This design comes from an exercise in tuning for small area and a short achievable clock period on the open sky130 flow, not from production work.
Only simulation tests tie the RTL to the original design; equivalence was not proved.
Power and IR drop assume default switching activity.

## flow/run.sh

```bash
#!/bin/bash
# synth_recipe.tcl (not shown) runs the flow's synth.tcl, then flattens the netlist and writes it again
# the make line also repeats each setting of config.mk as NAME=value (left out here)
make -C /OpenROAD-flow-scripts/flow DESIGN_CONFIG=/design/flow/config.mk WORK_HOME=/design/flow/orfs CLKGATE_MAP_FILE= SYNTH_SCRIPT=/design/flow/synth_recipe.tcl finish
```

## flow/constraint.sdc

```tcl
create_clock -name core_clock -period 5.0 [get_ports {clk}]
set_input_delay 1.0000 -clock core_clock [delete_from_list [all_inputs] [get_ports {clk}]]
set_output_delay 1.0000 -clock core_clock [all_outputs]
set_load 0.01 [all_outputs]
```

## flow/config.mk

```make
export PLATFORM = sky130hd
export DESIGN_NAME = crc_frame_receiver_core
export DESIGN_NICKNAME = crc_frame_receiver_core
export VERILOG_FILES = /design/flow/design.v
export SDC_FILE = /design/flow/constraint.sdc
export NUM_CORES = 4
export LEC_CHECK = 0
export CAP_MARGIN = 20
export CORE_MARGIN = 2
export CORE_UTILIZATION = 40
export SLEW_MARGIN = 20
```

## flow/design.v

```verilog
`timescale 1ns / 1ps
`default_nettype none
package crcfr_pkg;
	localparam int MAX_FRAME_BYTES = 2048;
	localparam int POS_W = 12;
	localparam logic [POS_W-1:0] POS_MAX = '1;
	localparam logic [POS_W-1:0] MAX_LEN = POS_W'(MAX_FRAME_BYTES);
	localparam logic [POS_W-1:0] CRC_LAG = 12'd4;
	localparam logic [31:0] CRC_POLY = 32'hEDB8_8320;
	localparam logic [31:0] CRC_INIT = 32'hFFFF_FFFF;
	localparam logic [7:0] TYPE_INPUT = 8'h01;
	localparam logic [7:0] TYPE_EMPTY = 8'h02;
	localparam logic [POS_W-1:0] MIN_LEN_INPUT = 12'd37;
	localparam logic [POS_W-1:0] MIN_LEN_BASE  = 12'd21;
	localparam logic [10:0] PLEN_MAX = 11'h7FF;
	typedef enum logic [2:0] {
		STATUS_OK        = 3'd0,
		STATUS_SHORT     = 3'd1,
		STATUS_BAD_MAGIC = 3'd2,
		STATUS_BAD_CRC   = 3'd3,
		STATUS_EMPTY     = 3'd4,
		STATUS_TOO_LONG  = 3'd5
	} status_t;
	typedef struct packed {
		logic [15:0] magic;
		logic [7:0]  msg_type;
		logic [31:0] seq;
		logic [63:0] time_bits;
		logic [79:0] keys;
		logic [15:0] dx;
		logic [15:0] dy;
		logic [7:0]  buttons;
		logic [7:0]  scroll;
	} frame_cap_t;
	typedef struct packed {
		frame_cap_t        cap;
		logic [POS_W-1:0]  len;
		logic              crc_ok;
	} frame_view_t;
	function automatic logic [31:0] crc32_byte(input logic [31:0] crc, input logic [7:0] b);
		logic [31:0] c;
		c = crc ^ {24'd0, b};
		for (int i = 0; i < 8; i++) begin
			c = c[0] ? ((c >> 1) ^ CRC_POLY) : (c >> 1);
		end
		crc32_byte = c;
	endfunction
endpackage
`default_nettype wire
`timescale 1ns / 1ps
`default_nettype none
import crcfr_pkg::*;
module crcfr_frame_state (
	input  wire logic        clk,
	input  wire logic        arst_n,
	input  wire logic        step,
	input  wire logic [7:0]  data_byte,
	input  wire logic        last_byte,
	output crcfr_pkg::frame_view_t view
);
	logic [POS_W-1:0] pos_q;
	logic [31:0]      crc_q;
	logic [7:0]       tail_q [0:3];
	crcfr_pkg::frame_cap_t       cap_q;
	logic [POS_W-1:0] len;
	logic [31:0]      crc_nxt;
	logic [31:0]      received;
	crcfr_pkg::frame_cap_t       cap_nxt;
	logic [POS_W-1:0] off_seq, off_time, off_keys, off_dx, off_dy;
	assign len      = (pos_q < POS_MAX) ? pos_q + 1'b1 : POS_MAX;
	assign crc_nxt  = (pos_q >= CRC_LAG) ? crcfr_pkg::crc32_byte(crc_q, tail_q[0]) : crc_q;
	assign received = {data_byte, tail_q[3], tail_q[2], tail_q[1]};
	assign off_seq  = pos_q - 12'd5;
	assign off_time = pos_q - 12'd9;
	assign off_keys = pos_q - 12'd17;
	assign off_dx   = pos_q - 12'd27;
	assign off_dy   = pos_q - 12'd29;
	always_comb begin
		cap_nxt = cap_q;
		if (pos_q < 12'd2) begin
			cap_nxt.magic[8*pos_q[0] +: 8] = data_byte;
		end else if (pos_q == 12'd3) begin
			cap_nxt.msg_type = data_byte;
		end else if (pos_q >= 12'd5 && pos_q <= 12'd8) begin
			cap_nxt.seq[8*off_seq[1:0] +: 8] = data_byte;
		end else if (pos_q >= 12'd9 && pos_q <= 12'd16) begin
			cap_nxt.time_bits[8*off_time[2:0] +: 8] = data_byte;
		end else if (pos_q >= 12'd17 && pos_q <= 12'd26) begin
			cap_nxt.keys[8*off_keys[3:0] +: 8] = data_byte;
		end else if (pos_q == 12'd27 || pos_q == 12'd28) begin
			cap_nxt.dx[8*off_dx[0] +: 8] = data_byte;
		end else if (pos_q == 12'd29 || pos_q == 12'd30) begin
			cap_nxt.dy[8*off_dy[0] +: 8] = data_byte;
		end else if (pos_q == 12'd31) begin
			cap_nxt.buttons = data_byte;
		end else if (pos_q == 12'd32) begin
			cap_nxt.scroll = data_byte;
		end
	end
	assign view.cap    = cap_nxt;
	assign view.len    = len;
	assign view.crc_ok = ((crc_nxt ^ CRC_INIT) == received);
	always_ff @(posedge clk or negedge arst_n) begin
		if (!arst_n) begin
			pos_q <= '0;
			crc_q <= CRC_INIT;
			for (int i = 0; i < 4; i++) tail_q[i] <= '0;
			cap_q <= '0;
		end else if (step) begin
			if (last_byte) begin
				pos_q <= '0;
				crc_q <= CRC_INIT;
				for (int i = 0; i < 4; i++) tail_q[i] <= '0;
				cap_q <= '0;
			end else begin
				pos_q     <= len;
				crc_q     <= crc_nxt;
				tail_q[0] <= tail_q[1];
				tail_q[1] <= tail_q[2];
				tail_q[2] <= tail_q[3];
				tail_q[3] <= data_byte;
				cap_q     <= cap_nxt;
			end
		end
	end
endmodule
`default_nettype wire
`timescale 1ns / 1ps
`default_nettype none
import crcfr_pkg::*;
module crc_frame_receiver_core (
	input  wire logic               clk,
	input  wire logic               arst_n,
	input  wire logic               magic_wr_en,
	input  wire logic [15:0]        magic_wr_data,
	input  wire logic               in_valid,
	output logic                    in_ready,
	input  wire logic [7:0]         data_byte,
	input  wire logic               last_byte,
	output logic                    out_valid,
	input  wire logic               out_ready,
	output logic [2:0]              status,
	output logic [7:0]              msg_type,
	output logic [31:0]             seq_number,
	output logic [63:0]             timestamp_bits,
	output logic [63:0]             keys_low,
	output logic [15:0]             keys_high,
	output logic signed [15:0]      cursor_dx,
	output logic signed [15:0]      cursor_dy,
	output logic [7:0]              buttons,
	output logic signed [7:0]       scroll,
	output logic [10:0]             payload_length
);
	logic [15:0]  magic_q;
	crcfr_pkg::frame_view_t  view;
	logic         in_xfer;
	crcfr_pkg::status_t      stat_c;
	logic [11:0]  body_len;
	logic [10:0]  plen_c;
	logic [7:0]   min_type;
	logic [11:0]  min_len;
	logic         is_input;
	crcfr_pkg::frame_cap_t   res_c;
	logic [10:0]  plen_sel;
	logic         out_valid_q;
	crcfr_pkg::status_t      status_q;
	crcfr_pkg::frame_cap_t   res_q;
	logic [10:0]  plen_q;
	assign in_ready = !out_valid_q || out_ready;
	assign in_xfer  = in_valid && in_ready;
	crcfr_frame_state u_state (
		.clk       (clk),
		.arst_n    (arst_n),
		.step      (in_xfer),
		.data_byte (data_byte),
		.last_byte (last_byte),
		.view      (view)
	);
	always_ff @(posedge clk or negedge arst_n) begin
		if (!arst_n) begin
			magic_q <= '0;
		end else if (magic_wr_en) begin
			magic_q <= magic_wr_data;
		end
	end
	assign min_type = view.cap.msg_type;
	assign is_input = (min_type == TYPE_INPUT);
	assign min_len  = is_input ? MIN_LEN_INPUT : MIN_LEN_BASE;
	always_comb begin
		if (view.len > MAX_LEN) begin
			stat_c = STATUS_TOO_LONG;
		end else if (view.len < min_len) begin
			stat_c = STATUS_SHORT;
		end else if (view.cap.magic != magic_q) begin
			stat_c = STATUS_BAD_MAGIC;
		end else if (!view.crc_ok) begin
			stat_c = STATUS_BAD_CRC;
		end else if (min_type == TYPE_EMPTY && view.len == MIN_LEN_BASE) begin
			stat_c = STATUS_EMPTY;
		end else begin
			stat_c = STATUS_OK;
		end
	end
	assign body_len = view.len - MIN_LEN_BASE;
	assign plen_c   = (body_len > {1'b0, PLEN_MAX}) ? PLEN_MAX : body_len[10:0];
	always_comb begin
		res_c    = '0;
		plen_sel = '0;
		if (stat_c == STATUS_OK) begin
			res_c.msg_type  = view.cap.msg_type;
			res_c.seq       = view.cap.seq;
			res_c.time_bits = view.cap.time_bits;
			plen_sel        = plen_c;
			if (is_input) begin
				res_c.keys    = view.cap.keys;
				res_c.dx      = view.cap.dx;
				res_c.dy      = view.cap.dy;
				res_c.buttons = view.cap.buttons;
				res_c.scroll  = view.cap.scroll;
			end
		end
	end
	always_ff @(posedge clk or negedge arst_n) begin
		if (!arst_n) begin
			out_valid_q <= 1'b0;
		end else if (in_xfer && last_byte) begin
			out_valid_q <= 1'b1;
		end else if (out_ready) begin
			out_valid_q <= 1'b0;
		end
	end
	always_ff @(posedge clk or negedge arst_n) begin
		if (!arst_n) begin
			status_q <= STATUS_OK;
			res_q    <= '0;
			plen_q   <= '0;
		end else if (in_xfer && last_byte) begin
			status_q <= stat_c;
			res_q    <= res_c;
			plen_q   <= plen_sel;
		end
	end
	assign out_valid      = out_valid_q;
	assign status         = status_q;
	assign msg_type       = res_q.msg_type;
	assign seq_number     = res_q.seq;
	assign timestamp_bits = res_q.time_bits;
	assign keys_low       = res_q.keys[63:0];
	assign keys_high      = res_q.keys[79:64];
	assign cursor_dx      = res_q.dx;
	assign cursor_dy      = res_q.dy;
	assign buttons        = res_q.buttons;
	assign scroll         = res_q.scroll;
	assign payload_length = plen_q;
endmodule
`default_nettype wire
```

==> results.json <==
{
  "status": "complete, no violations",
  "ir_worst_vdd_mv": 0.323,
  "hold_class": "input pin to async pin",
  "drive_above_1_share_pct": 9.88,
  "place.port_buffers": 277,
  "power_density_mw_per_mm2": 440,
  "drc": 0,
  "fmax_ghz": 0.223,
  "synth_async_sr_flop_share_pct": 100,
  "maxCapViolations": 0,
  "r2r_setup_slack_ps": 520,
  "period_share_pct": 89.7,
  "crit_top_cell": "or4_1",
  "nets": 3601,
  "wl_um": 106000,
  "fill_cells": 7398,
  "rsz0062_at_grt": "false",
  "clockBufferDepth": 3,
  "ant_nets": 0,
  "hold_buffers": 0,
  "finClkSkew_ps": 28.0,
  "reg2reg_from": "u_state.pos_q[10]",
  "cp.arrival_ps": 5000,
  "die_y_um": 282,
  "grt_first_pass_wirelength_um": 162000,
  "cts_buffers": 68,
  "io_pins": 278,
  "setup_violations": 0,
  "vias": 27319,
  "firstDrtPassIters": 8,
  "cts_resized": 0,
  "yosysSeqAreaShare_pct": 47.6,
  "synth.net_count": 3488,
  "synth_cells": 3441,
  "placementRows": 102,
  "routed_via_density": 5.89,
  "path_delay_family": "simple AND/OR/NAND/NOR gates",
  "start_util_pct": 40.2,
  "hold_ws_ps": 280,
  "chipWidth_um": 282,
  "area_growth_pct": 19.5,
  "hold_violations": 0,
  "gp_congestion": 0.886,
  "antenna_cells": 0,
  "synth-edff-count": 0,
  "path_depth": 10,
  "crit_type": "register to register",
  "clk_latency_ps": 620,
  "fin_cells": 4642,
  "setup_tns_ps": 0,
  "postCtsSetupRepairBufs": 0,
  "worst_slew_pin_slew_ps": 1440,
  "ff2ff_path_depth": 10,
  "syn-cell-area_mm2": 0.0310,
  "grt_pass1_vias": 26089,
  "synth_seq_cells": 587,
  "antenna_found_initial": 1,
  "cts_tree": "done",
  "yosysWarnings": 3,
  "timing.rr.end": "res_q[76]",
  "maxSlewHeadroom_pct": 3.76,
  "finish.instance_area_mm2": 0.0370,
  "dpl_cell_area_mm2": 0.0348,
  "grt_overflow": 0,
  "root_buffer": "clkbuf_16",
  "core_mm2": 0.0771,
  "cp_slowest_cell": "or4_1",
  "slowest_delay_ps": 790,
  "p_leak_uw": 0.0151,
  "dp_hpwl_um": 66900,
  "cts.sinks": 587,
  "grt_max_degree": 181,
  "worstPathCellList": "or4_1 -> or4_1 -> o31a_1 -> a311o_1 -> or4_1 -> a211oi_4 -> buf_12 -> buf_4 -> nand4_1 -> o21ai_0",
  "totalPowerFinal_uw": 16300,
  "htree_levels": 3,
  "required_ps": 5520,
  "worstSetupEndpointType": "register",
  "start_kind": "register",
  "wl_per_cell_um": 22.8,
  "crit_fanout": 52,
  "min_period_ps": 4480,
  "die-area_mm2": 0.0797,
  "cp_num_buf_inv": 2,
  "clk_pin_slew_ps": 70,
  "dp.cells": 4524,
  "grt_usage_pct": 26.2,
  "final_max_slew_viol_count": 0,
  "drtIter0Drc": 2834,
  "synth_cell_types": 77,
  "syn_avg_cell_area_um2": 9.00,
  "synth_flop_cell": "dfrtp_1"
}
-- cell families (layout without fill, tap and decap cells) --
kind of cell / Yosys count / after routing / share of synthesized area (%)
multiplexers: 90 / 90 / 3.21
AO/OA/AOI/OAI: 1051 / 1051 / 21.4
buffers and inverters: 409 / 570 / 5.16
flip-flops: 587 / 587 / 47.6
XOR/XNOR: 129 / 129 / 4.63
AND/OR/NAND/NOR: 1158 / 1158 / 17.4
adder cells (fa/ha/maj): 17 / 17 / 0.687
-- power by group --
group	internal [µW]	leakage, µW	switching, µW	total [µW]
logic	2200	0.00613	3050	5250
registers	5390	0.00791	501	5890
clock network	3060	0.00112	2080	5140
total	10700	0.0151	5630	16300
-- layout by cell type, fill, tap and decap left out, types with 12 or more instances in the layout --
cell	n
a31oi_1	46
nand4_1	186
nor2b_1	28
o21ai_1	177
a21o_1	14
buf_12	16
inv_1	67
o21ai_0	262
nand2b_1	18
and3_1	19
mux2i_1	16
nand3_1	86
ha_1	17
buf_4	89
clkbuf_16	70
o2111ai_1	17
a21oi_1	133
mux2_2	74
dfstp_2	32
dfrtp_1	555
xnor2_1	66
clkbuf_1	12
xor2_1	41
a22o_1	155
nor2_1	125
clkdlybuf4s50_1	267
o22ai_1	73
and2_1	16
a22oi_1	108
nor3_1	17
xnor3_1	16
clkinv_2	14
nand2_1	594
-- worst reg2reg max path: stages, from the launching register on --
cell      delay, ps
dfrtp_1         460
or4_1           730
or4_1           790
o31a_1          180
a311o_1         270
or4_1           570
a211oi_4        370
buf_12          300
buf_4           390
nand4_1         140
o21ai_0         200
-- area by class of cell --
type	instances	area [µm²]	area share [%]
Inverter	71	267	0.720
Sequential cell	587	14700	39.8
Clock buffer	91	1920	5.19
Multi-Input combinational cell	2445	14700	39.8
Timing Repair Buffer	381	3720	10.0
Tap cell	1040	1300	3.52
Clock inverter	27	338	0.913
-- synthesized netlist by cell type (all sizes together), types with 17 or more instances --
cell     count  area (µm²)
nand2      596        2240
o22ai       73         457
a22oi      108         811
xor2        41         359
buf         40         214
dfstp       32         841
a21oi      133         666
inv         68         255
o2111ai     17         149
mux2        74         833
nand4      186        1160
and2        18         113
nor2b       28         175
nand2b      18         113
a31oi       46         288
a22o       155        1360
dfrtp      555       13900
xnor2       67         594
nor3        18        95.1
nand3       86         430
nor2       126         473
and3        19         119
ha          17         213
nor4        17         106
o21ai      439        2200
clkbuf     298        1120
-- per-layer routing --
layer | part of all wire, % | up-vias | GRT usage [%]
li1 | - | 12581 | -
met1 | 45 | 13629 | 37.8
met2 | 46 | 953 | 40.5
met3 | 6.2 | 156 | 3.75
met4 | 2.8 | 0 | 8.61
met5 | 0 | - | 0
-- metrics by stage --
stage / setup slack [ps] / utilization, %
finish: 517 / 48.0
global route: 230 / 48.0
CTS: 585 / 48.0
detailed placement: 229 / 45.1
global placement: 305 / 45.1
floorplan: 510 / -
-- how the worst max path moves through the flow --
stage                           start          to  slack [ps]
global placement         data_byte[5]   res_q[75]         310
floorplan            u_state.pos_q[0]  res_q[129]         510
CTS                  u_state.pos_q[8]   res_q[76]         580
detailed placement       data_byte[5]   res_q[76]         230
global route         u_state.pos_q[8]  res_q[108]         230
finish              u_state.pos_q[10]   res_q[76]         520
-- sequential cells by signal, indices dropped and copies added (netlist names) --
name            count
u_state.tail_q     32
status_q            3
magic_q            16
plen_q             11
u_state.pos_q      12
out_valid_q         1
u_state.cap_q     248
u_state.crc_q      32
res_q             232

port drivers added, routing unchanged:
Ports are ideal in the flow. The routed layout listed here was re-timed in OpenROAD. Step 1 sets driving cells, clkbuf_16 on the clock port and buf_2 on the other inputs (assumed; they add their load-dependent delay and slew). Step 2 moves the port delays by t, midway between the first and last clock arrival at a register: inputs arrive t later, outputs are due t later. That takes back most of the time a late clock gives input paths. Slacks: ideal ports / drivers / drivers and shift; pairs: ideal ports / drivers.
t (ns): 0.668
slack for setup (ns): 0.517 / 0.517 / 0.244
clock arrival spread, ns: 0.028 / 0.028
worst data-port slew with drivers (ns): 0.05
After both steps setup and hold are still met in this run. The setup slack of this run moves by 0.000 ns with the drivers and by -0.273 ns with both steps.
